This is an optimization exercise on Yosys and OpenROAD, whose aim is small area and a short achievable clock period, not a production implementation.
Where RTL was checked, it was by simulation tests only, not by an equivalence proof against the original.
Only the layout flow was run in run 6; the RTL was not checked for function there.
Power is estimated from default activity; no workload was simulated.

**constraint.sdc**
```tcl
create_clock -name core_clock -period 6.0 [get_ports {clk96m}]
set_input_delay 1.2000 -clock core_clock [delete_from_list [all_inputs] [get_ports {clk96m}]]
set_output_delay 1.2000 -clock core_clock [all_outputs]
set_load 0.01 [all_outputs]
```
**flow/run.sh**
```bash
#!/bin/bash
set -euo pipefail
export BUFFER_PORTS_ARGS="-buffer_cell sky130_fd_sc_hd__buf_4"
bash standard.sh finish > standard_make.log 2>&1
```
**design.v**
```verilog
module sd_block_buffer #(
    parameter int BLOCK_LEN = 512,
    parameter int ADDR_W    = 9
) (
    input  logic              clk96m,
    input  logic              rst,
    input  logic              arm,
    input  logic [7:0]        din,
    input  logic              din_valid,
    input  logic              rd_req,
    input  logic              rd_rewind,
    output logic [7:0]        rd_data,
    output logic              rd_valid,
    output logic              busy,
    output logic              done,
    output logic              crc_ok,
    output logic [ADDR_W:0]   byte_cnt,
    output logic              overflow
);
    localparam int LINE_B = 4;                   
    localparam int NLINES = BLOCK_LEN / LINE_B;  
    logic        fill, chi, clo;
    logic [15:0] crc;
    logic        hi_eq;
    function automatic logic [15:0] crc16_byte(input logic [15:0] c,
                                               input logic [7:0]  d);
        logic [15:0] r;
        logic        fb;
        r = c;
        for (int i = 7; i >= 0; i--) begin
            fb = r[15] ^ d[i];
            r  = {r[14:0], 1'b0} ^ (fb ? 16'h1021 : 16'h0000);
        end
        crc16_byte = r;
    endfunction
    always_ff @(posedge clk96m) begin
        if (rst) begin
            fill     <= 1'b0;
            chi      <= 1'b0;
            clo      <= 1'b0;
            busy     <= 1'b0;
            done     <= 1'b0;
            crc_ok   <= 1'b0;
            byte_cnt <= '0;
            overflow <= 1'b0;
            crc      <= 16'h0000;
        end else if (arm) begin
            fill     <= 1'b1;
            chi      <= 1'b0;
            clo      <= 1'b0;
            busy     <= 1'b1;
            done     <= 1'b0;
            crc_ok   <= 1'b0;
            byte_cnt <= '0;
            overflow <= 1'b0;
            crc      <= 16'h0000;
        end else if (din_valid) begin
            if (!busy) overflow <= 1'b1;
            if (fill) begin
                byte_cnt <= byte_cnt + (ADDR_W+1)'(1);
                crc      <= crc16_byte(crc, din);
                if (&byte_cnt[ADDR_W-1:0]) begin
                    fill <= 1'b0;
                    chi  <= 1'b1;
                end
            end
            if (chi) begin
                chi <= 1'b0;
                clo <= 1'b1;
            end
            if (clo) begin
                clo    <= 1'b0;
                busy   <= 1'b0;
                done   <= 1'b1;
                crc_ok <= hi_eq && (din == crc[7:0]);
            end
        end
    end
    always_ff @(posedge clk96m) begin
        if (chi && din_valid) hi_eq <= (din == crc[15:8]);
    end
    logic [7:0] din_r;
    logic       we_r;
    logic [7:0] mem [BLOCK_LEN];
    always_ff @(posedge clk96m) begin
        din_r <= din;
        we_r  <= fill && din_valid && !arm;
    end
    always_ff @(posedge clk96m) begin
        if (we_r) begin
            for (int i = 0; i < BLOCK_LEN - 1; i++) mem[i] <= mem[i+1];
            mem[BLOCK_LEN-1] <= din_r;
        end
    end
    logic [ADDR_W-1:0]     ptr;
    logic [7:0]            fl;
    logic [NLINES/8-1:0]   fh;
    logic [8*LINE_B-1:0]   la, lb, lfetch, line0;
    logic                  rd_hit, lcross, rewind0;
    assign rd_hit  = rd_req && done;
    assign lcross   = rd_hit && (&ptr[1:0]);
    assign rewind0 = arm || rd_rewind;
    always_comb begin
        for (int b = 0; b < LINE_B; b++) line0[8*b +: 8] = mem[b];
    end
    always_comb begin
        lfetch = '0;
        for (int l = 0; l < NLINES; l++)
            for (int b = 0; b < LINE_B; b++)
                lfetch[8*b +: 8] = lfetch[8*b +: 8] | (mem[LINE_B*l+b] & {8{fh[l/8] & fl[l%8]}});
    end
    always_ff @(posedge clk96m) begin
        lb <= lfetch;
        if (rewind0 || !done) la <= line0;
        else if (lcross)       la <= lb;
    end
    always_ff @(posedge clk96m) begin
        if (rst) begin
            rd_valid <= 1'b0;
            rd_data  <= 8'h00;
            ptr      <= '0;
            fl       <= 8'b0000_0010;
            fh       <= (NLINES/8)'(1);
        end else begin
            rd_valid <= rd_req;
            rd_data  <= rd_hit ? la[8*ptr[1:0] +: 8] : 8'h00;
            if (rewind0) begin
                ptr <= '0;
                fl  <= 8'b0000_0010;
                fh  <= (NLINES/8)'(1);
            end else if (rd_hit) begin
                ptr <= ptr + ADDR_W'(1);
                if (lcross) begin
                    fl <= {fl[6:0], fl[7]};
                    if (fl[7]) fh <= {fh[NLINES/8-2:0], fh[NLINES/8-1]};
                end
            end
        end
    end
endmodule
```
**standard.sh**
```bash
#!/bin/bash
# synth_recipe.tcl (not shown) runs the flow's synth.tcl, then flattens the netlist and writes it again
# the make line also repeats each setting of config.mk as NAME=value (left out here)
make -C /OpenROAD-flow-scripts/flow DESIGN_CONFIG=/design/flow/config.mk WORK_HOME=/design/flow/orfs CLKGATE_MAP_FILE= SYNTH_SCRIPT=/design/flow/synth_recipe.tcl "${@:-finish}"
```
**config.mk**
```make
export PLATFORM = sky130hd
export DESIGN_NAME = sd_block_buffer
export DESIGN_NICKNAME = sd_block_buffer
export VERILOG_FILES = /design/flow/design.v
export SDC_FILE = /design/flow/constraint.sdc
export NUM_CORES = 4
export LEC_CHECK = 0
export CAP_MARGIN = 20
export CORE_MARGIN = 2
export CORE_UTILIZATION = 40
export CTS_CLUSTER_DIAMETER = 150
export CTS_CLUSTER_SIZE = 25
export SETUP_SLACK_MARGIN = 3.4
export SLEW_MARGIN = 20
```
==> run_results.csv, run 1 <==
group,metric,value,unit
status,status,"no timing/DRC/antenna violations",
setup_path,cp_max_fo,120,
setup_path,cp.required,6.76,ns
placed_design,portBuffers,36,
global_route,grt_pass1_vias,80250,
sta,min_period,2.721,ns
clock_tree,cts_tree,"built",
sta,finalSetupViolCount,0,
synth,syn_avg_cell_area,18.29,um^2
clock_tree,root_buffer,"clkbuf_16",
routing,antenna_left,0,
global_route,grtUsageTotal,0.2010,
clock_tree,cts_sinks,4238,
setup_path,critPathMostFrequentCell,"nand3_1",
floorplan,rows,229,
floorplan,die_w,628.7,um
setup_path,cp_slowest_stage_delay,0.45,ns
hold_path,hp-class,"reg2reg",
floorplan,io_pins,37,
pwr,leakage,40.12,nW
run,max_cap_viol_count,0,
synth,synth_seq_cells,4238,
clock_tree,ctsHtreeMaxLevel,4,
routing,num_vias,85640,
global_route,grt_pass1_wl,587400,um
synth,yosys_warnings,2,
placed_design,place_congestion,0.8685,
pwr,ir_drop,0.2172,mV
sta,relSlewSlack,0.2150,
floorplan,dieArea,395200,um^2
clock_tree,cts_made_buffers,196,
synth,synth-seq-area-share,0.8083,
cells_and_area,nNetsFinal,8370,
global_route,antenna_found_initial,21,
synth,synth_flop_cell,"edfxtp_1",
sta,tns,0,ns
cells_and_area,drive_gt1_frac,0.07985,
global_route,grt_start_max_net_pins,201,
setup_path,crit_chain,"buf_12, a22o_1, a222oi_1, nand3_1, a21oi_1, nand3_1",
cells_and_area,final_cells,13680,
setup_path,cp-end-kind,"register",
setup_path,slowest_stage,"dfxtp_4",
sta,tightest_slew,1.178,ns
synth,synth_edf_count,4129,
floorplan,die_y,628.7,um
cells_and_area,fill_cells,33580,
routing,post-route-drc-count,0,
pwr,power_density,284.2,nW/um^2
placed_design,placed_cells,13280,
sta,period_share,0.4534,
synth,synth_cell_types,48,
sta,drv_slew,0,
clock_tree,clk_path_buf_depth,4,
sta,fmax,367.6,MHz
floorplan,start_util,0.4014,
sta,hold_viol,0,
synth,syn-instance-count,8532,
clock_tree,insertion_delay,0.91,ns
clock_tree,cts.clk_slew.worst_paths,0.10,ns
synth,syn_area,156100,um^2
synth,syn-num-nets,8549,
setup_path,worstSetupPathType,"reg2reg",
routing,wl_per_cell,30.73,um
cells_and_area,area_growth,8.260,%
hold_path,min_path_cells,0,
routing,drt-initial-drc-count,15560,
routing,viasPerCell,6.259,
placed_design,hpwl,253100,um
floorplan,coreArea,388800,um^2
routing,routed_wl,420400,um
routing,dr.pass1.iters,7,
setup_path,worstPathArrival,3.48,ns
synth,async_flop_share,0,
sta,fin_skew,0.06638,ns
setup_path,worstSetupStartpointType,"register",
setup_path,reg2reg_depth,6,
sta,rsz0062_at_grt,"yes",
global_route,gr-total-overflow,0,
power by group:
| part | internal, mW | switching [mW] | leakage, nW |
|---|---|---|---|
| combinational | 0.0695 | 0.403 | 11.4 |
| sequential | 32.2 | 0.0450 | 26.1 |
| clock | 6.27 | 9.01 | 2.62 |
area by class of cell:
cell class	count	area (um^2)	area share
Clock inverter	5	72.57	0.0004295
Clock buffer	318	5426	0.03211
Sequential cell	4238	126300	0.7474
Timing Repair Buffer	262	3287	0.01945
Inverter	5	38.79	0.0002295
Antenna cell	7	17.52	0.0001037
Tap cell	5197	6502	0.03848
Multi-Input combinational cell	3650	27340	0.1618
layout by cell type (no fill, tap or decap), types with 8 or more instances in the layout:
cell       instances
buf_16            11
nand2_1          383
buf_4            138
dfxtp_4           28
a22oi_1         1105
dfxtp_1           61
a222oi_1         224
a21oi_1          130
nor2_1            68
and4_1            32
clkbuf_1         119
o21ai_0           96
xor2_1            14
and3_1            12
o22a_1            31
a221oi_1           9
buf_6             39
nor2b_1           32
a22oi_2           35
mux4_2             8
a211oi_1           8
buf_12            61
nand3_1          138
nand4_1          101
nor4_1            34
edfxtp_1        4129
clkbuf_16        203
a221oi_2          26
mux2_2            32
and2_4            14
a22o_1           992
o22ai_1           31
nor4_2            26
xnor2_1           26
dfxtp_2           20
Yosys cell counts (3+ instances only):
master / number / area (um^2)
clkbuf_1: 388 / 1456
nand2b_1: 4 / 25.02
nand4_1: 101 / 631.9
ha_1: 3 / 37.54
a221oi_2: 26 / 390.4
edfxtp_1: 4129 / 124000
nand3_1: 138 / 690.7
mux4_2: 8 / 180.2
xnor2_1: 26 / 227.7
nor4_2: 14 / 175.2
nor4_1: 50 / 312.8
and2_1: 13 / 81.33
o22ai_1: 31 / 193.9
and3_1: 12 / 75.07
a22oi_1: 1114 / 8363
a22o_1: 992 / 8688
nor2b_1: 32 / 200.2
a22oi_2: 26 / 325.3
and4_1: 32 / 280.3
a222oi_1: 224 / 2242
a211oi_1: 8 / 60.06
a221oi_1: 9 / 78.83
a32oi_1: 6 / 52.55
buf_2: 153 / 765.7
dfxtp_1: 109 / 2182
a21oi_1: 136 / 680.7
o21ai_0: 96 / 480.5
buf_6: 31 / 349.1
buf_1: 67 / 251.5
mux2_2: 32 / 360.4
xor2_1: 14 / 122.6
o22a_1: 31 / 271.5
and2_0: 6 / 37.54
nand2_1: 384 / 1441
inv_1: 3 / 11.26
nor2_1: 68 / 255.2
sequential cells by signal, summed over array words and instances (netlist names), 2 cells and up:
| name | count |
|---|---|
| byte_cnt | 10 |
| fh | 16 |
| din_r | 8 |
| la | 32 |
| lb | 32 |
| crc | 16 |
| rd_data | 8 |
| fl | 8 |
| mem | 4096 |
| ptr | 2 |
final timing paths:
| kind | startpoint | endpoint | slack (ns) |
|---|---|---|---|
| max reg2reg | fl[4] | lb[0] | 3.28 |
| min reg2reg | mem[149][2] | mem[148][2] | 0.39 |
| max | fl[4] | lb[0] | 3.28 |
| min | mem[149][2] | mem[148][2] | 0.39 |
per-stage QoR:
step	power (mW)	util	hold WS, ns	worst slack, ns	instance area, um^2
floorplan	34.22	-	0.3855	-22.94	156100
global placement	33.39	0.4166	0.3917	2.522	162000
detailed placement	33.42	0.4166	0.3952	2.385	162000
CTS	48.31	0.4331	0.3432	3.332	168400
global route	49.29	0.4346	0.3741	3.326	169000
finish	48.02	0.4346	0.3947	3.279	169000
critical path, delay by kind of cell, from the launching register on:
kind,cells,cell delay [ns]
compound gates,3,1.24
flops,1,0.45
simple gates,2,0.33
buf+inv,1,0.22
kinds of logic after synthesis:
| logic type | after synthesis | synth area share |
|---|---|---|
| adder cells (fa/ha/maj) | 3 | 0.0002405 |
| multiplexers | 41 | 0.003527 |
| XOR/XNOR | 40 | 0.002244 |
| AND/OR/NAND/NOR | 862 | 0.02734 |
| flip-flops | 4238 | 0.8083 |
| buffers and inverters | 645 | 0.01825 |
| AO/OA/AOI/OAI | 2703 | 0.1401 |
routing by layer:
| metal | global-route usage | vias up | share of wire |
|---|---|---|---|
| met5 | 0 | - | 0.000021 |
| met4 | 0.04772 | 2 | 0.025 |
| met3 | 0.02506 | 474 | 0.093 |
| met2 | 0.3124 | 4744 | 0.46 |
| met1 | 0.3015 | 45110 | 0.42 |
| li1 | - | 35310 | - |
timing repair:
item	4_1_cts	5_1_grt
hold buffers	0	0
pin swaps	8	21
buffers inserted	37	25
endpoints found under the setup margin	1065	169
gates resized for setup	100	48
gates cloned	4	4
==> run 2: changes to the inputs <==
==> run.sh (new file) <==
#!/bin/bash
# synth_recipe.tcl (not shown) runs the flow's synth.tcl, then flattens the netlist and writes it again
# the make line also repeats each setting of config.mk as NAME=value (left out here)
make -C /OpenROAD-flow-scripts/flow DESIGN_CONFIG=/design/flow/config.mk WORK_HOME=/design/flow/orfs CLKGATE_MAP_FILE= SYNTH_SCRIPT=/design/flow/synth_recipe.tcl finish
--- a/config.mk
+++ b/config.mk
@@ -8,7 +8,5 @@
 export CAP_MARGIN = 20
 export CORE_MARGIN = 2
 export CORE_UTILIZATION = 40
-export CTS_CLUSTER_DIAMETER = 150
-export CTS_CLUSTER_SIZE = 25
-export SETUP_SLACK_MARGIN = 3.4
+export SETUP_SLACK_MARGIN = 3.0
 export SLEW_MARGIN = 20
removed: flow/run.sh
removed: standard.sh
==> run 2 against run 1 <==
Compared with the run above:
- power grew 23%
- synthesized cell count is the same
- still clean on timing, DRC and antenna
- clock power grew 71%
- cell count grew 2.9%
- register-to-register slack lost 0.34 ns
- critical endpoint is now lb[16]
==> run_results.csv, run 2 <==
group,metric,value,unit
sta,finalSetupViolCount,0,
routing,routed_wl,408700,um
synth,synthAdderAreaFrac,0.0002405,
cells_and_area,layout_commonest_cell,"edfxtp_1",
placed_design,hpwl,252600,um
synth,yosys.area.top_type,"edfxtp_1",
synth,yosys.area_share.simple,0.02734,
clock_tree,cts_sinks,4238,
synth,synth_flop_cell,"edfxtp_1",
setup_path,worstSetupStartpointType,"register",
global_route,grtUsageMet1,0.2976,
synth,syn-instance-count,8532,
routing,post-route-drc-count,0,
synth,synth-compound-area-share,0.1401,
synth,syn_area,156100,um^2
setup_path,path_delay_family,"simple AND/OR/NAND/NOR gates",
cells_and_area,design_area,175800,um^2
global_route,antenna_found_initial,20,
routing,wl_per_cell,29.03,um
synth,async_flop_share,0,
cells_and_area,max_flop_register,"mem",
routing,drt-initial-drc-count,13570,
global_route,met3_usage,0.03060,
synth,synth_seq_cells,4238,
global_route,grt_pass1_vias,82080,
setup_path,cp_max_fo,97,
synth,yosys_warnings,2,
hold_path,hp-class,"reg2reg",
setup_path,cp.required,6.81,ns
clock_tree,root_buffer,"clkbuf_16",
setup_path,worstPathArrival,3.87,ns
clock_tree,clk_path_buf_depth,4,
sta,fmax,326.9,MHz
placed_design,post-place-ws,2.392,ns
sta,drv_slew,0,
synth,synth-xor-area-share,0.002244,
global_route,grt_pass1_wl,586100,um
setup_path,cp-end-kind,"register",
placed_design,place_area,162100,um^2
routing,viasPerCell,6.100,
floorplan,coreArea,388800,um^2
placed_design,portBuffers,36,
global_route,grtUsageTotal,0.1989,
synth,synth.most_common_cell,"edfxtp_1",
clock_tree,ctsHtreeMaxLevel,5,
sta,rsz0062_at_grt,"yes",
sta,tns,0,ns
routing,antenna_left,0,
cells_and_area,drive_gt1_frac,0.1062,
floorplan,io_pins,37,
cells_and_area,nNetsFinal,8531,
sta,relSlewSlack,0.2660,
synth,synth-seq-area-share,0.8083,
sta,fin_skew,0.04626,ns
run,max_cap_viol_count,0,
setup_path,crit_chain,"buf_6, buf_12, a22o_1, a222oi_1, nand4_1, nor4_2, nand3_1",
floorplan,rows,229,
placed_design,place_congestion,0.8582,
setup_path,worstSetupPathType,"reg2reg",
synth,synth_top_family_by_area,"compound AO/OA/AOI/OAI gates",
clock_tree,cts.clk_slew.worst_paths,0.06,ns
pwr,power_density,334.8,nW/um^2
sta,hold_viol,0,
setup_path,slowest_stage,"dfxtp_4",
synth,synth_edf_count,4129,
floorplan,dieArea,395200,um^2
synth,synth_top_cell_area_share,0.7944,
status,status,"no timing/DRC/antenna violations",
clock_tree,cts_made_buffers,417,
clock_tree,cts_tree,"built",
global_route,gr-total-overflow,0,
pwr,ir_drop,0.2480,mV
global_route,grtUsageMet2,0.3044,
clock_tree,ctsHoldBuffers,0,
cells_and_area,area_growth,12.63,%
synth,ys_top_cells_by_area,"edfxtp_1 79%, a22o_1 5.6%, a22oi_1 5.4%, a222oi_1 1.4%, dfxtp_1 1.4%",
global_route,busiest_layer,"met2",
sta,tightest_slew,1.101,ns
synth,synthMuxAreaShare,0.003527,
synth,syn_avg_cell_area,18.29,um^2
global_route,grt_start_max_net_pins,214,
synth,synth_cell_types,48,
routing,num_vias,85890,
cells_and_area,top_regs,"mem (4096), la (32), lb (32)",
synth,synth_common_cells,"4129 x edfxtp_1, 1114 x a22oi_1, 992 x a22o_1",
cells_and_area,mostFrequentLayoutCells,"4129 x edfxtp_1, 1114 x a22oi_1, 992 x a22o_1, 427 x clkbuf_16, 383 x nand2_1",
sta,fin_ws,2.941,ns
sta,period_share,0.5098,
sta,min_period,3.059,ns
pwr,leakage,43.63,nW
floorplan,die_y,628.7,um
cells_and_area,largest_reg_flops,4096,
routing,dr.pass1.iters,8,
clock_tree,insertion_delay,0.96,ns
setup_path,critPathBufInv,2,
floorplan,start_util,0.4014,
synth,syn-num-nets,8549,
setup_path,cp_slowest_stage_delay,0.53,ns
floorplan,die_w,628.7,um
[run 2: metal layers]
metal  up-vias  wire, um
met5         -        13
met4         2      9600
met3       536     36750
met2      4502    187100
met1     44900    175200
li1      35950         -
[run 2: layout make-up]
class | instances | area, um^2
fillers | 32920 | 213000
flip-flops and latches | 4238 | 126300
multi-input cells | 3649 | 27140
clock buffers | 519 | 11090
well taps | 5197 | 6502
clock inverters | 260 | 2460
repair buffers | 203 | 2277
diodes | 9 | 22.52
inverters | 5 | 21.27
[run 2: what timing repair did]
item / 4_1_cts / 5_1_grt
setup endpoints to repair: 40 / 26
pin swaps: 0 / 2
buffers inserted: 2 / 0
endpoints found under the hold margin: 0 / 0
gates resized for setup: 36 / 13
[run 2: logic make-up (layout without fill, tap and decap cells)]
family	after synthesis	in the layout
flip-flops	4238	4238
XOR/XNOR	40	40
multiplexers	41	41
adder cells (fa/ha/maj)	3	3
other	0	9
AND/OR/NAND/NOR	862	862
AO/OA/AOI/OAI	2703	2703
buffers and inverters	645	987
[run 2: stage by stage]
step                total power, mW    util  cells  hold slack [ns]
floorplan                     34.22       -   8532           0.3855
global placement              33.39  0.4168  13290           0.4043
detailed placement            33.43  0.4169  13290           0.3986
CTS                           59.31  0.4519  14070           0.4063
global route                  60.44  0.4521  14070           0.4213
finish                        58.86  0.4521  14080           0.4120
[run 2: where the power goes]
| group | internal [mW] | leakage (nW) | switching, mW |
|---|---|---|---|
| combinational | 0.0700 | 10.9 | 0.403 |
| clock | 14.9 | 6.64 | 11.2 |
| sequential | 32.3 | 26.1 | 0.0437 |
| total | 47.2 | 43.6 | 11.6 |
[run 2: path summary, 6_finish.rpt]
| check | from | end | slack [ns] | depth (start not counted) |
|---|---|---|---|---|
| hold reg to reg | din_r[4] | mem[511][4] | 0.41 | 0 |
| hold / removal | din_r[4] | mem[511][4] | 0.41 | 0 |
| setup reg to reg | fl[7] | lb[16] | 2.94 | 7 |
| setup / recovery | fl[7] | lb[16] | 2.94 | 7 |
==> run 3: changes to the inputs <==
--- a/design.v
+++ b/design.v
@@ -93,8 +93,7 @@
         end
     end
     logic [ADDR_W-1:0]     ptr;
-    logic [7:0]            fl;
-    logic [NLINES/8-1:0]   fh;
+    logic [NLINES-1:0]     lsel;
     logic [8*LINE_B-1:0]   la, lb, lfetch, line0;
     logic                  rd_hit, lcross, rewind0;
     assign rd_hit  = rd_req && done;
@@ -103,12 +102,15 @@
     always_comb begin
         for (int b = 0; b < LINE_B; b++) line0[8*b +: 8] = mem[b];
     end
+    logic [8*BLOCK_LEN-1:0]     mem_flat;
     always_comb begin
-        lfetch = '0;
-        for (int l = 0; l < NLINES; l++)
-            for (int b = 0; b < LINE_B; b++)
-                lfetch[8*b +: 8] = lfetch[8*b +: 8] | (mem[LINE_B*l+b] & {8{fh[l/8] & fl[l%8]}});
+        for (int i = 0; i < BLOCK_LEN; i++) mem_flat[8*i +: 8] = mem[i];
     end
+    sd_block_buffer_linesel #(.NLINES(NLINES), .LWIDTH(8*LINE_B)) u_linesel (
+        .sel (lsel),
+        .d   (mem_flat),
+        .q   (lfetch)
+    );
     always_ff @(posedge clk96m) begin
         lb <= lfetch;
         if (rewind0 || !done) la <= line0;
@@ -119,22 +121,58 @@
             rd_valid <= 1'b0;
             rd_data  <= 8'h00;
             ptr      <= '0;
-            fl       <= 8'b0000_0010;
-            fh       <= (NLINES/8)'(1);
+            lsel     <= NLINES'(2);
         end else begin
             rd_valid <= rd_req;
             rd_data  <= rd_hit ? la[8*ptr[1:0] +: 8] : 8'h00;
             if (rewind0) begin
                 ptr <= '0;
-                fl  <= 8'b0000_0010;
-                fh  <= (NLINES/8)'(1);
+                lsel <= NLINES'(2);
             end else if (rd_hit) begin
                 ptr <= ptr + ADDR_W'(1);
-                if (lcross) begin
-                    fl <= {fl[6:0], fl[7]};
-                    if (fl[7]) fh <= {fh[NLINES/8-2:0], fh[NLINES/8-1]};
-                end
+                if (lcross) lsel <= {lsel[NLINES-2:0], lsel[NLINES-1]};
             end
         end
     end
 endmodule
+module sd_block_buffer_linesel #(
+    parameter int NLINES = 128,
+    parameter int LWIDTH = 32
+) (
+    input  logic [NLINES-1:0]        sel,
+    input  logic [NLINES*LWIDTH-1:0] d,
+    output logic [LWIDTH-1:0]        q
+);
+    for (genvar k = 0; k < LWIDTH; k++) begin : g_bit
+        logic [NLINES-1:0] col;
+        for (genvar l = 0; l < NLINES; l++) begin : g_col
+            assign col[l] = d[LWIDTH*l + k];
+        end
+        sd_block_buffer_or128 u_or (.sel(sel), .d(col), .y(q[k]));
+    end
+endmodule
+module sd_block_buffer_or128 (
+    input  logic [127:0] sel,
+    input  logic [127:0] d,
+    output logic         y
+);
+    logic [42:0] n1;    
+    for (genvar g = 0; g < 42; g++) begin : g_l1
+        sd_block_buffer_aoi222 u (
+            .a0(sel[3*g]),   .b0(d[3*g]),
+            .a1(sel[3*g+1]), .b1(d[3*g+1]),
+            .a2(sel[3*g+2]), .b2(d[3*g+2]),
+            .y(n1[g]));
+    end
+    sd_block_buffer_aoi22 u_l1_last (
+        .a0(sel[126]), .b0(d[126]), .a1(sel[127]), .b1(d[127]), .y(n1[42]));
+    assign y = ~&n1;
+endmodule
+module sd_block_buffer_aoi222 (
+    input logic a0, b0, a1, b1, a2, b2, output logic y);
+    assign y = ~((a0 & b0) | (a1 & b1) | (a2 & b2));
+endmodule
+module sd_block_buffer_aoi22 (
+    input logic a0, b0, a1, b1, output logic y);
+    assign y = ~((a0 & b0) | (a1 & b1));
+endmodule
==> flow/run.sh (new file) <==
#!/bin/bash
set -euo pipefail
export BUFFER_PORTS_ARGS="-buffer_cell sky130_fd_sc_hd__buf_4"
bash standard.sh finish > standard_make.log 2>&1
==> standard.sh (new file) <==
#!/bin/bash
# synth_recipe.tcl (not shown) runs the flow's synth.tcl, then flattens the netlist and writes it again
# the make line also repeats each setting of config.mk as NAME=value (left out here)
make -C /OpenROAD-flow-scripts/flow DESIGN_CONFIG=/design/flow/config.mk WORK_HOME=/design/flow/orfs CLKGATE_MAP_FILE= SYNTH_SCRIPT=/design/flow/synth_recipe.tcl "${@:-finish}"
--- a/config.mk
+++ b/config.mk
@@ -7,6 +7,10 @@
 export LEC_CHECK = 0
 export CAP_MARGIN = 20
 export CORE_MARGIN = 2
-export CORE_UTILIZATION = 40
-export SETUP_SLACK_MARGIN = 3.0
+export CORE_UTILIZATION = 45
+export CTS_CLUSTER_DIAMETER = 150
+export CTS_CLUSTER_SIZE = 25
+export SETUP_SLACK_MARGIN = 3.7
 export SLEW_MARGIN = 20
+export SYNTH_HIERARCHICAL = 1
+export SYNTH_MINIMUM_KEEP_SIZE = 0
removed: run.sh
==> run 3 against run 2 <==
Compared with the run above:
- cell area is 5.9% lower
- die area is 15% lower
- worst setup slack better by 0.46 ns
- largest cell class unchanged
- largest power group unchanged
- highest routed layer unchanged
==> run_results.csv, run 3 <==
group,metric,value,unit
sta,timing.hold.ws,0.4074,ns
synth,ys_top_cells_by_area,"edfxtp_1 83%, a222oi_1 9.0%, dfxtp_1 2.9%, nand4_1 1.4%, nand2_1 0.71%",
routing,met1_length,155000,um
synth,synth_top_cell_area_share,0.8328,
pwr,power_density,294.7,nW/um^2
clock_tree,ctsHtreeMaxLevel,4,
setup_path,worstSetupPathType,"reg2out",
routing,antenna_left,0,
sta,rsz0062_at_grt,"yes",
sta,hold_viol,0,
floorplan,die_w,579.2,um
clock_tree,cts_sinks,4342,
synth,yosys.area_share.simple,0.02866,
routing,wl_met2,173400,um
synth,synthAdderAreaFrac,0.0002521,
cells_and_area,mostFrequentLayoutCells,"4129 x edfxtp_1, 1344 x a222oi_1, 325 x nand4_1, 282 x nand2_1, 233 x buf_4",
routing,post-route-drc-count,0,
setup_path,cp.required,4.80,ns
synth,syn-num-nets,6857,
clock_tree,cts_made_buffers,199,
sta,fin_skew,0.07757,ns
clock_tree,insertion_delay,0.92,ns
cells_and_area,fill_cells,26050,
setup_path,worstPathArrival,1.39,ns
synth,async_flop_share,0,
synth,synth_flop_cell,"edfxtp_1",
synth,synth_edf_count,4129,
sta,period_share,0.4324,
synth,syn_avg_cell_area,21.77,um^2
sta,fmax,385.5,MHz
global_route,antenna_found_initial,19,
placed_design,post-place-ws,2.921,ns
global_route,grtUsageTotal,0.2174,
synth,yosys_warnings,8,
routing,viasPerCell,6.670,
synth,synth_cell_types,39,
setup_path,cp-end-kind,"primary output",
floorplan,die_y,579.2,um
global_route,grt_start_max_net_pins,179,
synth,synthMuxAreaShare,0.003698,
pwr,ir_drop,0.2661,mV
synth,yosys.area.top_type,"edfxtp_1",
synth,synth.most_common_cell,"edfxtp_1",
cells_and_area,layout_commonest_cell,"edfxtp_1",
floorplan,start_util,0.4515,
sta,relSlewSlack,0.05943,
routing,routed_wl,379500,um
routing,wl_per_cell,31.91,um
sta,finalSetupViolCount,0,
floorplan,rows,211,
synth,synth_common_cells,"4129 x edfxtp_1, 1344 x a222oi_1, 325 x nand4_1",
placed_design,place_congestion,0.8642,
cells_and_area,max_flop_register,"mem",
routing,wl_met3,40270,um
setup_path,path_delay_family,"flip-flops",
cells_and_area,area_growth,11.08,%
setup_path,worstSetupStartpointType,"register",
setup_path,cp_slowest_stage_delay,0.37,ns
clock_tree,cts_tree,"built",
clock_tree,clk_path_buf_depth,4,
placed_design,hpwl,246800,um
sta,fin_ws,3.406,ns
sta,min_period,2.594,ns
cells_and_area,largest_reg_flops,4096,
floorplan,io_pins,37,
placed_design,portBuffers,36,
clock_tree,root_buffer,"clkbuf_16",
routing,dr.pass1.iters,10,
sta,tightest_slew,1.411,ns
pwr,fin_total_pwr,48.74,mW
cells_and_area,drive_gt1_frac,0.1320,
synth,synth_top_family_by_area,"compound AO/OA/AOI/OAI gates",
global_route,grt_pass1_wl,530600,um
synth,synth_seq_cells,4342,
routing,top_layer,"met5",
global_route,grt_pass1_vias,73020,
floorplan,coreArea,329700,um^2
global_route,gr-total-overflow,0,
synth,synth-xor-area-share,0.002757,
run,max_cap_viol_count,0,
status,status,"no timing/DRC/antenna violations",
cells_and_area,top_regs,"mem (4096), lsel (128)",
synth,syn_area,148900,um^2
placed_design,placed_cells,11420,
setup_path,slowest_stage,"dfxtp_4",
floorplan,dieArea,335500,um^2
synth,synth-seq-area-share,0.8615,
hold_path,hp-class,"reg2reg",
synth,synth-compound-area-share,0.1009,
cells_and_area,nNetsFinal,7405,
setup_path,crit_chain,"buf_6",
routing,num_vias,79330,
setup_path,critPathBufInv,1,
sta,tns,0,ns
sta,drv_slew,0,
routing,drt-initial-drc-count,18230,
clock_tree,cts.clk_slew.worst_paths,0.10,ns
cells_and_area,final_cells,11890,
clock_tree,ctsHoldBuffers,0,
setup_path,cp_max_fo,2,
synth,syn-instance-count,6840,
pwr,leakage,37.86,nW
==> run 3: cell types whose count changed after synthesis, moves of 100 or more <==
cell	before	now
nand2_1	384	282
dfxtp_1	109	213
nand4_1	101	325
a22o_1	992	0
a21oi_2	0	100
a22oi_1	1114	0
clkbuf_1	388	29
buf_2	153	6
a222oi_1	224	1344
==> run 3: area by class of cell <==
class | count | area, um^2 | share of cell area
Clock inverter | 5 | 51.30 | 0.0003102
Timing Repair Buffer | 400 | 4563 | 0.02759
Clock buffer | 329 | 5532 | 0.03345
Antenna cell | 6 | 15.01 | 0.00009079
Tap cell | 4366 | 5463 | 0.03303
Inverter | 2 | 7.507 | 0.00004540
Multi-Input combinational cell | 2443 | 21200 | 0.1282
Sequential cell | 4342 | 128500 | 0.7773
==> run 3: metrics by stage <==
step	instance area (um^2)	utilization
floorplan	148900	-
global placement	156500	0.4747
detailed placement	156600	0.4750
CTS	164700	0.4996
global route	165400	0.5015
finish	165400	0.5015
==> run 3: final timing paths <==
| kind | start | to | slack [ns] | cells past startpoint |
|---|---|---|---|---|
| hold / removal | mem[338][2] | mem[337][2] | 0.41 | 0 |
| hold reg to reg | mem[338][2] | mem[337][2] | 0.41 | 0 |
| setup / recovery | byte_cnt[1] | byte_cnt[1] | 3.41 | 1 |
| setup reg to reg | lsel[21] | lb[15] | 3.42 | 9 |
==> run 3: power breakdown <==
part           internal [mW]  switching (mW)  leakage [nW]  total, mW
Clock                   6.36            8.95          2.66       15.3
Combinational         0.0703           0.414          8.23      0.484
Sequential              32.9          0.0390          27.0       32.9
Total                   39.3            9.40          37.9       48.7
==> run 3: logic make-up after synthesis <==
family / after synthesis
fa+ha+maj: 3
simple gates: 824
mux: 41
buf+inv: 58
xor+xnor: 40
compound gates: 1532
flops: 4342
==> run 3: Yosys stat by module (local to each module, per instance), excerpt <==
module                  times used  cells inside  area, um^2  flip-flops and latches
sd_block_buffer                  1          4984      132100                    4342
sd_block_buffer_aoi22           32             1       12.51                       0
sd_block_buffer_aoi222        1344             1       10.01                       0
sd_block_buffer_or128           32            15       90.09                       0
==> run 3: per-layer routing <==
layer,vias to the layer above,global-route usage
met1,41290,0.3300
met5,-,0
met4,4,0.05468
met2,5001,0.3302
li1,32600,-
met3,435,0.03351
==> run 3: timing repair <==
action                                  4_1_cts  5_1_grt
endpoints found under the setup margin     3426       80
pin swaps                                   151      100
buffers inserted                             96       16
resized for setup                           344       76
gates cloned                                 15        7
==> run 4: changes to the inputs <==
--- a/config.mk
+++ b/config.mk
@@ -7,7 +7,7 @@
 export LEC_CHECK = 0
 export CAP_MARGIN = 20
 export CORE_MARGIN = 2
-export CORE_UTILIZATION = 45
+export CORE_UTILIZATION = 60
 export CTS_CLUSTER_DIAMETER = 150
 export CTS_CLUSTER_SIZE = 25
 export SETUP_SLACK_MARGIN = 3.7
==> run 4 against run 3 <==
Compared with the run above:
- cell count decreased by 9.1%
- wire length increased by 1.2%
- worst hold slack improved by 0.0040 ns
- largest power group unchanged
- critical path depth increased by 5
- sequential power about the same
- utilization increased by 16 points
- global-route usage increased by 7.9 points
- clock skew decreased by 0.048 ns
- die area decreased by 25%
- clock power about the same
- worst setup slack improved by 0.047 ns
==> run_results.csv, run 4 <==
group,metric,value,unit
status,status,"no timing/DRC/antenna violations",
pwr,leakage,37.49,nW
setup_path,cp_max_fo,5,
pwr,p_switching,9.429,mW
setup_path,cp.required,6.72,ns
global_route,grtUsageTotal,0.2960,
pwr,fin_total_pwr,48.57,mW
floorplan,coreArea,246400,um^2
synth,synth-seq-area-share,0.8615,
pwr,clock_power_share,0.312,
sta,rsz0062_at_grt,"yes",
floorplan,rows,182,
setup_path,worstSetupPathType,"reg2reg",
clock_tree,cts_made_buffers,191,
clock_tree,ctsHtreeMaxLevel,4,
cells_and_area,largest_reg_flops,4096,
hold_path,min-delay-start,"din_r[1]",
hold_path,hp-class,"reg2reg",
routing,dr.pass1.iters,9,
routing,wl_per_cell,35.52,um
cells_and_area,max_flop_register,"mem",
synth,syn-instance-count,6840,
routing,viasPerCell,7.334,
cells_and_area,final_cells,10810,
setup_path,critPathBufInv,2,
global_route,gr-total-overflow,0,
synth,ys_top_cells_by_area,"edfxtp_1 83%, a222oi_1 9.0%, dfxtp_1 2.9%, nand4_1 1.4%, nand2_1 0.71%",
setup_path,cp_slowest_stage_delay,0.63,ns
cells_and_area,utilization,0.6631,
setup_path,slowest_stage,"nor4_4",
floorplan,dieArea,252100,um^2
routing,antenna_left,0,
synth,async_flop_share,0,
setup_path,worstPathArrival,3.26,ns
run,max_cap_viol_count,0,
cells_and_area,mostFrequentLayoutCells,"4129 x edfxtp_1, 1344 x a222oi_1, 325 x nand4_1, 282 x nand2_1, 204 x buf_4",
synth,syn-num-nets,6857,
routing,num_vias,79260,
floorplan,start_util,0.6042,
floorplan,io_pins,37,
pwr,seqPwrFrac,0.678,
setup_path,reg2reg_depth,6,
sta,drv_slew,0,
synth,synth-xor-area-share,0.002757,
clock_tree,clk_path_buf_depth,3,
cells_and_area,nNetsFinal,7357,
pwr,ir_drop,0.3073,mV
hold_path,hold_end,"mem[511][1]",
cells_and_area,drive_gt1_frac,0.1277,
clock_tree,cts_sinks,4342,
clock_tree,cts.clk_slew.worst_paths,0.10,ns
global_route,antenna_found_initial,10,
global_route,grt_pass1_wl,532900,um
synth,synth_flop_cell,"edfxtp_1",
synth,syn_avg_cell_area,21.77,um^2
floorplan,die_w,502.1,um
pwr,p_int,39.14,mW
sta,fin_skew,0.02917,ns
routing,drt-initial-drc-count,18920,
sta,tightest_slew,1.240,ns
placed_design,hpwl,246000,um
synth,yosys_warnings,8,
sta,min_period,2.547,ns
clock_tree,ctsHoldBuffers,0,
routing,routed_wl,383900,um
synth,synth_top_cell_area_share,0.8328,
sta,fmax,392.6,MHz
placed_design,place_congestion,0.8812,
synth,synth_edf_count,4129,
sta,hold_viol,0,
clock_tree,cts_tree,"built",
pwr,pwr-share-comb,0.010,
synth,synth_seq_cells,4342,
cells_and_area,layout_commonest_cell,"edfxtp_1",
sta,finalSetupViolCount,0,
synth,synthMuxAreaShare,0.003698,
setup_path,path_delay_family,"simple AND/OR/NAND/NOR gates",
sta,period_share,0.4246,
hold_path,min_path_cells,0,
sta,timing.hold.ws,0.4113,ns
synth,synth-compound-area-share,0.1009,
setup_path,crit_cells,6,
setup_path,r2r-start,"lsel[2]",
global_route,grt_start_max_net_pins,178,
pwr,switching_share,0.1941,
global_route,grt_pass1_vias,72570,
synth,synth_cell_types,39,
setup_path,crit_chain,"buf_12, buf_4, a222oi_1, nand4_1, nor4_4, nand3_1",
setup_path,r2r-end,"lb[20]",
clock_tree,root_buffer,"clkbuf_16",
placed_design,portBuffers,36,
clock_tree,insertion_delay,0.88,ns
synth,synth_top_family_by_area,"compound AO/OA/AOI/OAI gates",
setup_path,r2r_setup_slack,3.45,ns
cells_and_area,top_regs,"mem (4096), lsel (128)",
placed_design,placed_cells,10340,
synth,yosys.area_share.simple,0.02866,
setup_path,cp-end-kind,"register",
setup_path,worstSetupStartpointType,"register",
floorplan,die_y,502.1,um
synth,synth_common_cells,"4129 x edfxtp_1, 1344 x a222oi_1, 325 x nand4_1",
sta,relSlewSlack,0.1735,
routing,post-route-drc-count,0,
synth,yosys.area.top_type,"edfxtp_1",
sta,tns,0,ns
cells_and_area,area_growth,9.749,%
synth,synth.most_common_cell,"edfxtp_1",
pwr,power_density,297.3,nW/um^2
synth,synthAdderAreaFrac,0.0002521,
synth,syn_area,148900,um^2
run 4: cell counts after synthesis:
Identical to the previous run, type by type.
run 4: power by group through the flow:
stage / combinational, mW / clock, mW / sequential [mW]
after floorplan: 0.0639 / 0 / 34.9
after global placement: 0.456 / 0 / 33.7
after detailed placement: 0.475 / 0 / 33.7
after CTS: 0.491 / 15.5 / 32.9
after global routing: 0.530 / 16.4 / 33.0
final: 0.487 / 15.1 / 32.9
run 4: cell families after synthesis:
group / after synthesis
flops: 4342
compound gates: 1532
simple gates: 824
buf+inv: 58
mux: 41
xor+xnor: 40
fa+ha+maj: 3
run 4: final cells by class:
cell class | count | area [um^2]
Clock inverter | 13 | 166.4
Antenna cell | 9 | 22.52
Tap cell | 3312 | 4144
Sequential cell | 4342 | 128500
Clock buffer | 326 | 5350
Multi-Input combinational cell | 2443 | 21080
Inverter | 2 | 7.507
Fill cell | 16320 | 83000
Timing Repair Buffer | 360 | 4103
run 4: routing by layer:
layer  global-route usage  vias up  part of all wire
li1                     -    32500                 -
met1               0.4641    41460              0.41
met2               0.4479     4914              0.46
met3              0.04388      378              0.10
met4              0.06436        4             0.024
met5                    0        -          0.000078
run 4: how the worst max path moves through the flow:
stage | startpoint | to | slack (ns)
floorplan | we_r | mem[0][0] | -22.94
global placement | lsel[116] | lb[23] | 2.19
detailed placement | rd_req | la[6] | 2.89
CTS | done | done | 3.39
global route | done | done | 3.41
finish | lsel[2] | lb[20] | 3.45
run 4: per-stage QoR:
stage	instance area, um^2	setup WS, ns
after CTS	162600	3.392
after global routing	163400	3.407
after floorplan	148900	-22.94
final	163400	3.453
after global placement	155000	2.193
after detailed placement	155200	2.889
run 4: repair_timing:
action / 4_1_cts / 5_1_grt
endpoints found under the setup margin: 3191 / 55
buffers inserted: 66 / 40
gates resized for setup: 259 / 61
cloned: 12 / 6
pin swaps: 114 / 111
run 4: per-module statistics from Yosys (local to each module, per instance), a selection:
module / cells / flops+latches
sd_block_buffer_aoi222: 1 / 0
sd_block_buffer: 4984 / 4342
sd_block_buffer_aoi22: 1 / 0
sd_block_buffer_or128: 15 / 0
==> run 5: changes to the inputs <==
--- a/design.v
+++ b/design.v
@@ -93,8 +93,13 @@
         end
     end
     logic [ADDR_W-1:0]     ptr;
-    logic [NLINES-1:0]     lsel;
-    logic [8*LINE_B-1:0]   la, lb, lfetch, line0;
+    logic [7:0]            fl;
+    logic [NLINES/8-1:0]   fh;
+    localparam int NQ = 4;                       
+    logic [8*LINE_B-1:0]   la, line0;
+    logic [8*LINE_B-1:0]   qfetch_n [NQ];        
+    logic [8*LINE_B-1:0]   lbq_n    [NQ];        
+    logic [8*LINE_B-1:0]   lb;                   
     logic                  rd_hit, lcross, rewind0;
     assign rd_hit  = rd_req && done;
     assign lcross   = rd_hit && (&ptr[1:0]);
@@ -102,17 +107,26 @@
     always_comb begin
         for (int b = 0; b < LINE_B; b++) line0[8*b +: 8] = mem[b];
     end
+    logic [NLINES-1:0]          lsel;
     logic [8*BLOCK_LEN-1:0]     mem_flat;
     always_comb begin
+        for (int l = 0; l < NLINES; l++) lsel[l] = fh[l/8] & fl[l%8];
         for (int i = 0; i < BLOCK_LEN; i++) mem_flat[8*i +: 8] = mem[i];
     end
-    sd_block_buffer_linesel #(.NLINES(NLINES), .LWIDTH(8*LINE_B)) u_linesel (
-        .sel (lsel),
-        .d   (mem_flat),
-        .q   (lfetch)
-    );
-    always_ff @(posedge clk96m) begin
-        lb <= lfetch;
+    for (genvar q = 0; q < NQ; q++) begin : g_quarter
+        sd_block_buffer_linesel #(.NLINES(NLINES/NQ), .LWIDTH(8*LINE_B)) u_linesel (
+            .sel (lsel[q*NLINES/NQ +: NLINES/NQ]),
+            .d   (mem_flat[q*8*BLOCK_LEN/NQ +: 8*BLOCK_LEN/NQ]),
+            .q_n (qfetch_n[q])
+        );
+    end
+    always_comb begin
+        lb = '1;
+        for (int q = 0; q < NQ; q++) lb = lb & lbq_n[q];
+        lb = ~lb;
+    end
+    always_ff @(posedge clk96m) begin
+        for (int q = 0; q < NQ; q++) lbq_n[q] <= qfetch_n[q];
         if (rewind0 || !done) la <= line0;
         else if (lcross)       la <= lb;
     end
@@ -121,43 +135,49 @@
             rd_valid <= 1'b0;
             rd_data  <= 8'h00;
             ptr      <= '0;
-            lsel     <= NLINES'(2);
+            fl       <= 8'b0000_0010;
+            fh       <= (NLINES/8)'(1);
         end else begin
             rd_valid <= rd_req;
             rd_data  <= rd_hit ? la[8*ptr[1:0] +: 8] : 8'h00;
             if (rewind0) begin
                 ptr <= '0;
-                lsel <= NLINES'(2);
+                fl  <= 8'b0000_0010;
+                fh  <= (NLINES/8)'(1);
             end else if (rd_hit) begin
                 ptr <= ptr + ADDR_W'(1);
-                if (lcross) lsel <= {lsel[NLINES-2:0], lsel[NLINES-1]};
+                if (lcross) begin
+                    fl <= {fl[6:0], fl[7]};
+                    if (fl[7]) fh <= {fh[NLINES/8-2:0], fh[NLINES/8-1]};
+                end
             end
         end
     end
 endmodule
 module sd_block_buffer_linesel #(
-    parameter int NLINES = 128,
+    parameter int NLINES = 32,
     parameter int LWIDTH = 32
 ) (
     input  logic [NLINES-1:0]        sel,
     input  logic [NLINES*LWIDTH-1:0] d,
-    output logic [LWIDTH-1:0]        q
+    output logic [LWIDTH-1:0]        q_n
 );
     for (genvar k = 0; k < LWIDTH; k++) begin : g_bit
         logic [NLINES-1:0] col;
         for (genvar l = 0; l < NLINES; l++) begin : g_col
             assign col[l] = d[LWIDTH*l + k];
         end
-        sd_block_buffer_or128 u_or (.sel(sel), .d(col), .y(q[k]));
-    end
-endmodule
-module sd_block_buffer_or128 (
-    input  logic [127:0] sel,
-    input  logic [127:0] d,
-    output logic         y
+        sd_block_buffer_nor32 u_or (.sel(sel), .d(col), .y_n(q_n[k]));
+    end
+endmodule
+module sd_block_buffer_nor32 (
+    input  logic [31:0] sel,
+    input  logic [31:0] d,
+    output logic        y_n
 );
-    logic [42:0] n1;    
-    for (genvar g = 0; g < 42; g++) begin : g_l1
+    logic [10:0] n1;    
+    logic [2:0]  p2;    
+    for (genvar g = 0; g < 10; g++) begin : g_l1
         sd_block_buffer_aoi222 u (
             .a0(sel[3*g]),   .b0(d[3*g]),
             .a1(sel[3*g+1]), .b1(d[3*g+1]),
@@ -165,8 +185,11 @@
             .y(n1[g]));
     end
     sd_block_buffer_aoi22 u_l1_last (
-        .a0(sel[126]), .b0(d[126]), .a1(sel[127]), .b1(d[127]), .y(n1[42]));
-    assign y = ~&n1;
+        .a0(sel[30]), .b0(d[30]), .a1(sel[31]), .b1(d[31]), .y(n1[10]));
+    sd_block_buffer_nand4 u_l2_0 (.a(n1[0]), .b(n1[1]), .c(n1[2]), .d(n1[3]), .y(p2[0]));
+    sd_block_buffer_nand4 u_l2_1 (.a(n1[4]), .b(n1[5]), .c(n1[6]), .d(n1[7]), .y(p2[1]));
+    sd_block_buffer_nand3 u_l2_2 (.a(n1[8]), .b(n1[9]), .c(n1[10]), .y(p2[2]));
+    sd_block_buffer_nor3 u_l3 (.a(p2[0]), .b(p2[1]), .c(p2[2]), .y(y_n));
 endmodule
 module sd_block_buffer_aoi222 (
     input logic a0, b0, a1, b1, a2, b2, output logic y);
@@ -176,3 +199,12 @@
     input logic a0, b0, a1, b1, output logic y);
     assign y = ~((a0 & b0) | (a1 & b1));
 endmodule
+module sd_block_buffer_nand4 (input logic a, b, c, d, output logic y);
+    assign y = ~(a & b & c & d);
+endmodule
+module sd_block_buffer_nand3 (input logic a, b, c, output logic y);
+    assign y = ~(a & b & c);
+endmodule
+module sd_block_buffer_nor3 (input logic a, b, c, output logic y);
+    assign y = ~(a | b | c);
+endmodule
--- a/config.mk
+++ b/config.mk
@@ -10,7 +10,7 @@
 export CORE_UTILIZATION = 60
 export CTS_CLUSTER_DIAMETER = 150
 export CTS_CLUSTER_SIZE = 25
-export SETUP_SLACK_MARGIN = 3.7
+export SETUP_SLACK_MARGIN = 3.5
 export SLEW_MARGIN = 20
 export SYNTH_HIERARCHICAL = 1
 export SYNTH_MINIMUM_KEEP_SIZE = 0
==> run 5 against run 4 <==
Compared with the run above:
- still clean on timing, DRC and antenna
- power about the same
- clock skew up 0.0035 ns
- die area up 0.16%
- count of clock-buffer cells in the layout up 21
- cell count down 1.5%
- synthesized cell count down 1.3%
- largest cell class unchanged
==> run_results.csv, run 5 <==
group,metric,value,unit
cells_and_area,top_regs,"mem (4096), lbq_n (128), la (32)",
sta,tns,0,ns
sta,rsz0062_at_grt,"yes",
setup_path,path_delay_family,"flip-flops",
setup_path,cp_max_fo,1,
synth,syn_avg_cell_area,22.08,um^2
cells_and_area,largest_reg_flops,4096,
synth,yosys_warnings,12,
clock_tree,root_buffer,"clkbuf_16",
routing,num_vias,77460,
cells_and_area,max_flop_register,"mem",
routing,dr.pass1.iters,12,
synth,synth_common_cells,"4129 x edfxtp_1, 1280 x a222oi_1, 262 x nand4_1",
global_route,grtUsageTotal,0.2805,
pwr,leakage,37.19,nW
placed_design,hpwl,235700,um
hold_path,min_path_cells,0,
floorplan,io_pins,37,
floorplan,rows,183,
pwr,switching_share,0.1919,
synth,synth_flop_cell,"edfxtp_1",
cells_and_area,nNetsFinal,7160,
placed_design,place_area,155100,um^2
pwr,pwr-share-comb,0.010,
cells_and_area,mostFrequentLayoutCells,"4129 x edfxtp_1, 1280 x a222oi_1, 262 x nand4_1, 198 x clkbuf_16, 175 x dfxtp_1",
routing,antenna_left,0,
sta,fmax,385.3,MHz
synth,async_flop_share,0,
floorplan,die_w,502.5,um
clock_tree,ctsHoldBuffers,0,
synth,ys_top_cells_by_area,"edfxtp_1 83%, a222oi_1 8.6%, dfxtp_1 2.8%, nand4_1 1.1%, a22oi_2 1.1%",
routing,drt-initial-drc-count,18120,
synth,synth-seq-area-share,0.8590,
setup_path,reg2reg_depth,6,
setup_path,cp-end-kind,"primary output",
pwr,power_density,301.4,nW/um^2
sta,min_period,2.595,ns
clock_tree,cts_tree,"built",
sta,fin_skew,0.03264,ns
pwr,clock_power_share,0.312,
sta,drv_slew,0,
pwr,p_switching,9.318,mW
cells_and_area,design_area,161100,um^2
routing,post-route-drc-count,0,
routing,routed_wl,361900,um
clock_tree,clk_path_buf_depth,3,
setup_path,worstSetupStartpointType,"register",
setup_path,r2r_setup_slack,3.47,ns
clock_tree,cts.clk_slew.worst_paths,0.10,ns
sta,hold_viol,0,
setup_path,worstPathArrival,1.40,ns
synth,syn_area,149100,um^2
pwr,fin_total_pwr,48.55,mW
setup_path,cp_slowest_stage_delay,0.41,ns
synth,synth_top_cell_area_share,0.8315,
synth,syn-instance-count,6754,
sta,period_share,0.4325,
clock_tree,cts_made_buffers,191,
clock_tree,insertion_delay,0.87,ns
global_route,antenna_found_initial,31,
synth,synth_cell_types,38,
placed_design,place_congestion,0.8846,
hold_path,min-delay-start,"din_r[5]",
setup_path,cp.required,4.80,ns
floorplan,start_util,0.6014,
setup_path,worstSetupPathType,"reg2out",
routing,wl_per_cell,33.98,um
setup_path,slowest_stage,"dfxtp_4",
floorplan,dieArea,252500,um^2
setup_path,critPathBufInv,1,
pwr,ir_drop,0.2564,mV
synth,synth.most_common_cell,"edfxtp_1",
pwr,p_int,39.23,mW
sta,relSlewSlack,0.2078,
cells_and_area,area_growth,8.032,%
floorplan,coreArea,248000,um^2
clock_tree,ctsHtreeMaxLevel,4,
routing,viasPerCell,7.274,
synth,synth_edf_count,4129,
hold_path,hp-class,"reg2reg",
sta,fin_ws,3.405,ns
floorplan,die_y,502.5,um
setup_path,crit_chain,"buf_6",
global_route,grt_start_max_net_pins,197,
placed_design,post-place-ws,2.920,ns
placed_design,portBuffers,36,
cells_and_area,final_cells,10650,
sta,finalSetupViolCount,0,
placed_design,placed_cells,10270,
status,status,"no timing/DRC/antenna violations",
cells_and_area,layout_commonest_cell,"edfxtp_1",
cells_and_area,drive_gt1_frac,0.1082,
synth,yosys.area.top_type,"edfxtp_1",
global_route,gr-total-overflow,0,
sta,tightest_slew,1.188,ns
global_route,grt_pass1_wl,510900,um
synth,synth_seq_cells,4334,
pwr,seqPwrFrac,0.678,
setup_path,r2r-start,"fl[3]",
clock_tree,cts_sinks,4334,
synth,syn-num-nets,6771,
setup_path,r2r-end,"lbq_n[3][17]",
global_route,grt_pass1_vias,71420,
run,max_cap_viol_count,0,
hold_path,hold_end,"mem[511][5]",
## run 5: cell count changes in the layout (fill, tap and decap cells not counted), sizes merged, moves of 73 or more
cell	before	now
a22oi	32	128
nand2	282	74
and2	2	131
a21oi	142	69
nor3	34	130
buf	351	229
## run 5: stage by stage
step	hold WS (ns)	util
global placement	0.3917	0.6256
finish	0.4061	0.6497
CTS	0.4094	0.6492
detailed placement	0.3936	0.6256
floorplan	0.3855	-
global route	0.4284	0.6495
## run 5: how the worst max path moves through the flow
stage | end | from | slack [ns] | cells after the start
floorplan | mem[0][0] | we_r | -22.94 | 0
global placement | fh[8] | rd_req | 2.90 | 5
detailed placement | fh[8] | rd_req | 2.92 | 5
CTS | rd_data[6] | rd_data[6] | 3.33 | 1
global route | rd_data[6] | rd_data[6] | 3.36 | 1
finish | rd_data[6] | rd_data[6] | 3.40 | 1
## run 5: cells by family after synthesis
logic type / synth area share
mux: 0.001275
buf+inv: 0.001200
fa+ha+maj: 0.0002517
simple gates: 0.03581
xor+xnor: 0.002752
compound gates: 0.09971
flops: 0.8590
## run 5: layout make-up
type                            count  area [um^2]
Clock inverter                      5        70.07
Timing Repair Buffer              229         2222
Tap cell                         3330         4167
Multi-Input combinational cell   2385        20910
Clock buffer                      347         5514
Antenna cell                       18        45.04
Sequential cell                  4334       128200
Fill cell                       16620        86880
Inverter                            2        7.507
## run 5: per-module statistics from Yosys, one instance, submodules excluded, a selection
module | copies in the design | cell area (um^2) | flip-flops and latches | cells
sd_block_buffer_nand3 | 128 | 5.005 | 0 | 1
sd_block_buffer | 1 | 131200 | 4334 | 4834
sd_block_buffer_aoi22 | 128 | 12.51 | 0 | 1
sd_block_buffer_nor3 | 128 | 10.01 | 0 | 1
sd_block_buffer_aoi222 | 1280 | 10.01 | 0 | 1
sd_block_buffer_nand4 | 256 | 6.256 | 0 | 1
## run 5: what timing repair did
| item | 4_1_cts | 5_1_grt |
|---|---|---|
| cloned | 0 | 0 |
| gates resized for setup | 63 | 19 |
| pin swaps | 21 | 26 |
| setup buffers | 12 | 3 |
| endpoints found under the setup margin | 1145 | 70 |
## run 5: power groups by stage
| stage | registers [mW] | logic (mW) | clock network (mW) |
|---|---|---|---|
| after floorplan | 34.8 | 0.0479 | 0 |
| after global placement | 33.6 | 0.449 | 0 |
| after detailed placement | 33.6 | 0.468 | 0 |
| after CTS | 32.9 | 0.475 | 15.5 |
| after global routing | 32.9 | 0.513 | 16.5 |
| final | 32.9 | 0.472 | 15.2 |
## run 5: layer usage
layer,routed length [um],global-route usage
met1,154000,0.4613
met2,156900,0.3953
met3,41910,0.04969
met4,8893,0.06313
met5,143,0
==> run 6: changes to the inputs <==
--- a/design.v
+++ b/design.v
@@ -184,8 +184,11 @@
             .a2(sel[3*g+2]), .b2(d[3*g+2]),
             .y(n1[g]));
     end
-    sd_block_buffer_aoi22 u_l1_last (
-        .a0(sel[30]), .b0(d[30]), .a1(sel[31]), .b1(d[31]), .y(n1[10]));
+    sd_block_buffer_aoi222 u_l1_last (
+        .a0(sel[30]), .b0(d[30]),
+        .a1(sel[31]), .b1(d[31]),
+        .a2(sel[31]), .b2(d[31]),
+        .y(n1[10]));
     sd_block_buffer_nand4 u_l2_0 (.a(n1[0]), .b(n1[1]), .c(n1[2]), .d(n1[3]), .y(p2[0]));
     sd_block_buffer_nand4 u_l2_1 (.a(n1[4]), .b(n1[5]), .c(n1[6]), .d(n1[7]), .y(p2[1]));
     sd_block_buffer_nand3 u_l2_2 (.a(n1[8]), .b(n1[9]), .c(n1[10]), .y(p2[2]));
@@ -195,10 +198,6 @@
     input logic a0, b0, a1, b1, a2, b2, output logic y);
     assign y = ~((a0 & b0) | (a1 & b1) | (a2 & b2));
 endmodule
-module sd_block_buffer_aoi22 (
-    input logic a0, b0, a1, b1, output logic y);
-    assign y = ~((a0 & b0) | (a1 & b1));
-endmodule
 module sd_block_buffer_nand4 (input logic a, b, c, d, output logic y);
     assign y = ~(a & b & c & d);
 endmodule
--- a/config.mk
+++ b/config.mk
@@ -7,10 +7,10 @@
 export LEC_CHECK = 0
 export CAP_MARGIN = 20
 export CORE_MARGIN = 2
-export CORE_UTILIZATION = 60
+export CORE_UTILIZATION = 65
 export CTS_CLUSTER_DIAMETER = 150
 export CTS_CLUSTER_SIZE = 25
-export SETUP_SLACK_MARGIN = 3.5
+export SETUP_SLACK_MARGIN = 3.6
 export SLEW_MARGIN = 20
 export SYNTH_HIERARCHICAL = 1
 export SYNTH_MINIMUM_KEEP_SIZE = 0
==> run 6 against run 5 <==
Compared with the run above:
- still clean on timing, DRC and antenna
- count of clock-buffer cells in the layout shrank 2
- flip-flop and latch count is the same
- die area shrank 7.8%
- fmax shrank 0.11%
- via count grew 0.22%
==> run_results.csv, run 6 <==
group,metric,value,unit
floorplan,coreArea,227500,um^2
synth,synth_flop_cell,"edfxtp_1",
setup_path,crit_chain,"buf_6",
global_route,grt_start_max_net_pins,206,
placed_design,post-place-ws,3.058,ns
synth,synth-seq-area-share,0.8608,
clock_tree,cts_sinks,4334,
synth,async_flop_share,0,
placed_design,place_congestion,0.8590,
sta,drv_slew,0,
synth,synth_edf_count,4129,
synth,syn_avg_cell_area,22.03,um^2
global_route,grt_pass1_vias,72070,
cells_and_area,area_growth,7.669,%
setup_path,critPathBufInv,1,
cells_and_area,layout_commonest_cell,"edfxtp_1",
sta,fmax,384.9,MHz
global_route,gr-total-overflow,0,
clock_tree,root_buffer,"clkbuf_16",
floorplan,die_w,482.5,um
synth,synth_cell_types,37,
cells_and_area,nNetsFinal,7140,
run,max_cap_viol_count,0,
sta,finalSetupViolCount,0,
clock_tree,ctsHoldBuffers,0,
placed_design,portBuffers,36,
routing,num_vias,77630,
pwr,leakage,37.13,nW
setup_path,cp_max_fo,1,
sta,hold_viol,0,
synth,synth_seq_cells,4334,
routing,post-route-drc-count,0,
setup_path,worstPathArrival,1.40,ns
sta,relSlewSlack,0.2592,
synth,yosys_warnings,12,
routing,drt-initial-drc-count,19560,
synth,synth_top_cell_area_share,0.8333,
routing,viasPerCell,7.514,
global_route,grtUsageTotal,0.2978,
cells_and_area,top_regs,"mem (4096), lbq_n (128), la (32)",
routing,antenna_left,0,
cells_and_area,max_flop_register,"mem",
setup_path,cp-end-kind,"primary output",
clock_tree,cts_tree,"built",
cells_and_area,largest_reg_flops,4096,
clock_tree,clk_path_buf_depth,3,
synth,yosys.area.top_type,"edfxtp_1",
clock_tree,cts.clk_slew.worst_paths,0.09,ns
clock_tree,ctsHtreeMaxLevel,4,
synth,syn_area,148800,um^2
sta,tightest_slew,1.111,ns
synth,synth.most_common_cell,"edfxtp_1",
global_route,antenna_found_initial,15,
cells_and_area,mostFrequentLayoutCells,"4129 x edfxtp_1, 1408 x a222oi_1, 262 x nand4_1, 196 x clkbuf_16, 177 x dfxtp_1",
setup_path,cp.required,4.80,ns
sta,min_period,2.598,ns
status,status,"no timing/DRC/antenna violations",
floorplan,rows,175,
synth,syn-instance-count,6754,
synth,synth_common_cells,"4129 x edfxtp_1, 1408 x a222oi_1, 262 x nand4_1",
setup_path,worstSetupStartpointType,"register",
clock_tree,insertion_delay,0.86,ns
floorplan,dieArea,232800,um^2
sta,fin_skew,0.02939,ns
setup_path,worstSetupPathType,"reg2out",
sta,period_share,0.4330,
sta,fin_ws,3.402,ns
setup_path,cp_slowest_stage_delay,0.42,ns
hold_path,hp-class,"reg2reg",
synth,syn-num-nets,6771,
routing,dr.pass1.iters,14,
pwr,power_density,301.7,nW/um^2
sta,tns,0,ns
setup_path,path_delay_family,"flip-flops",
pwr,fin_total_pwr,48.34,mW
floorplan,io_pins,37,
routing,routed_wl,351700,um
placed_design,hpwl,225400,um
synth,ys_top_cells_by_area,"edfxtp_1 83%, a222oi_1 9.5%, dfxtp_1 2.8%, nand4_1 1.1%, nor3_2 0.86%",
setup_path,slowest_stage,"dfxtp_4",
pwr,ir_drop,0.3204,mV
floorplan,start_util,0.6541,
global_route,grt_pass1_wl,500300,um
sta,rsz0062_at_grt,"yes",
clock_tree,cts_made_buffers,191,
cells_and_area,drive_gt1_frac,0.08871,
floorplan,die_y,482.5,um
cells_and_area,utilization,0.7042,
routing,wl_per_cell,34.04,um
[run 6: final timing paths]
kind	from	end	slack [ns]	cells after the start
hold / removal	din_r[1]	mem[511][1]	0.42	0
setup / recovery	rd_data[1]	rd_data[1]	3.40	1
setup reg to reg	fl[3]	lbq_n[1][20]	3.59	6
hold reg to reg	din_r[1]	mem[511][1]	0.42	0
[run 6: layout make-up]
| type | instances | area, um^2 |
|---|---|---|
| fill | 13940 | 67290 |
| antenna | 41 | 102.6 |
| inverter | 2 | 7.507 |
| clock inverter | 7 | 76.32 |
| clock buffer | 345 | 5464 |
| timing repair buffer | 209 | 2027 |
| sequential | 4334 | 128200 |
| multi-input combinational | 2385 | 20600 |
| tap | 3009 | 3765 |
[run 6: cells by family after synthesis]
family / count (synthesis) / share of synthesized area
adders and majority gates: 3 / 0.0002523
DFF: 4334 / 0.8608
muxes: 9 / 0.001278
AOI/OAI and AO/OA: 1491 / 0.09778
xor gates and xnor gates: 40 / 0.002758
and+or+nand+nor: 842 / 0.03589
buffers and inverters: 35 / 0.001202
[run 6: routing by layer]
layer	global-route usage	part of all wire	up-vias
met5	0	0.00013	-
met4	0.07969	0.027	6
met3	0.05130	0.12	407
met2	0.4273	0.45	5238
met1	0.4814	0.40	39900
li1	-	-	32080
[run 6: Yosys stat by module (local to each module, per instance), a selection]
module	cells inside	copies in the design	flip-flops and latches	area (um^2)
sd_block_buffer_nand4	1	256	0	6.256
sd_block_buffer_nor3	1	128	0	10.01
sd_block_buffer_nand3	1	128	0	5.005
sd_block_buffer	4834	1	4334	131200
sd_block_buffer_aoi222	1	1408	0	10.01
[run 6: power by group]
group	internal, mW	switching (mW)	total [mW]	leakage [nW]
registers	32.9	0.0405	32.9	26.8
logic	0.0657	0.395	0.460	7.65
clock network	6.24	8.73	15.0	2.63
total	39.2	9.17	48.3	37.1
[run 6: through the flow]
step / std cells / instance area, um^2 / hold WS, ns
after floorplan: 6754 / 148800 / 0.3855
after global placement: 9925 / 154200 / 0.3896
after detailed placement: 9925 / 154200 / 0.3914
after CTS: 10290 / 160000 / 0.4110
after global routing: 10310 / 160100 / 0.4286
final: 10330 / 160200 / 0.4203
[run 6: what timing repair did]
item	CTS	global route
buffers inserted	12	2
endpoints found under the setup margin	724	165
resized for setup	65	20
pin swaps	2	20

## what the ideal ports hide
No port has a modelled driver above. Below, the same layouts with a new extraction and two added sets of constraints.
Step 1, drivers: a clkbuf_16 drives clk96m and a buf_2 each remaining input, both assumed.
Step 2 times the ports against the registers' clock, not the clock port: input delays grow and output delays shrink by t, the midpoint of the rising clock arrivals with the driver on.
a / b / c = no drivers / after step 1 / after step 2; a / b = the first two.
| run | t, ns | setup slack, ns | latest minus earliest clock arrival (ns) | worst slew at a driven data input, ns |
|---|---|---|---|---|
| run 1 | 1.004 | 3.279 / 3.279 / 2.817 | 0.089 / 0.090 | 0.04 |
| run 2 | 1.046 | 2.941 / 2.941 / 2.312 | 0.053 / 0.053 | 0.04 |
| run 3 | 0.976 | 3.406 / 3.308 / 2.768 | 0.081 / 0.081 | 0.03 |
| run 4 | 0.959 | 3.453 / 3.377 / 2.977 | 0.034 / 0.034 | 0.18 |
| run 5 | 0.947 | 3.405 / 3.313 / 3.089 | 0.034 / 0.034 | 0.20 |
| run 6 | 0.950 | 3.402 / 3.302 / 3.026 | 0.035 / 0.035 | 0.15 |
After both steps setup and hold are still met in every run listed. For run 3, which loses most, drivers alone change the setup slack by -0.098 ns; drivers and shift together by -0.638 ns.
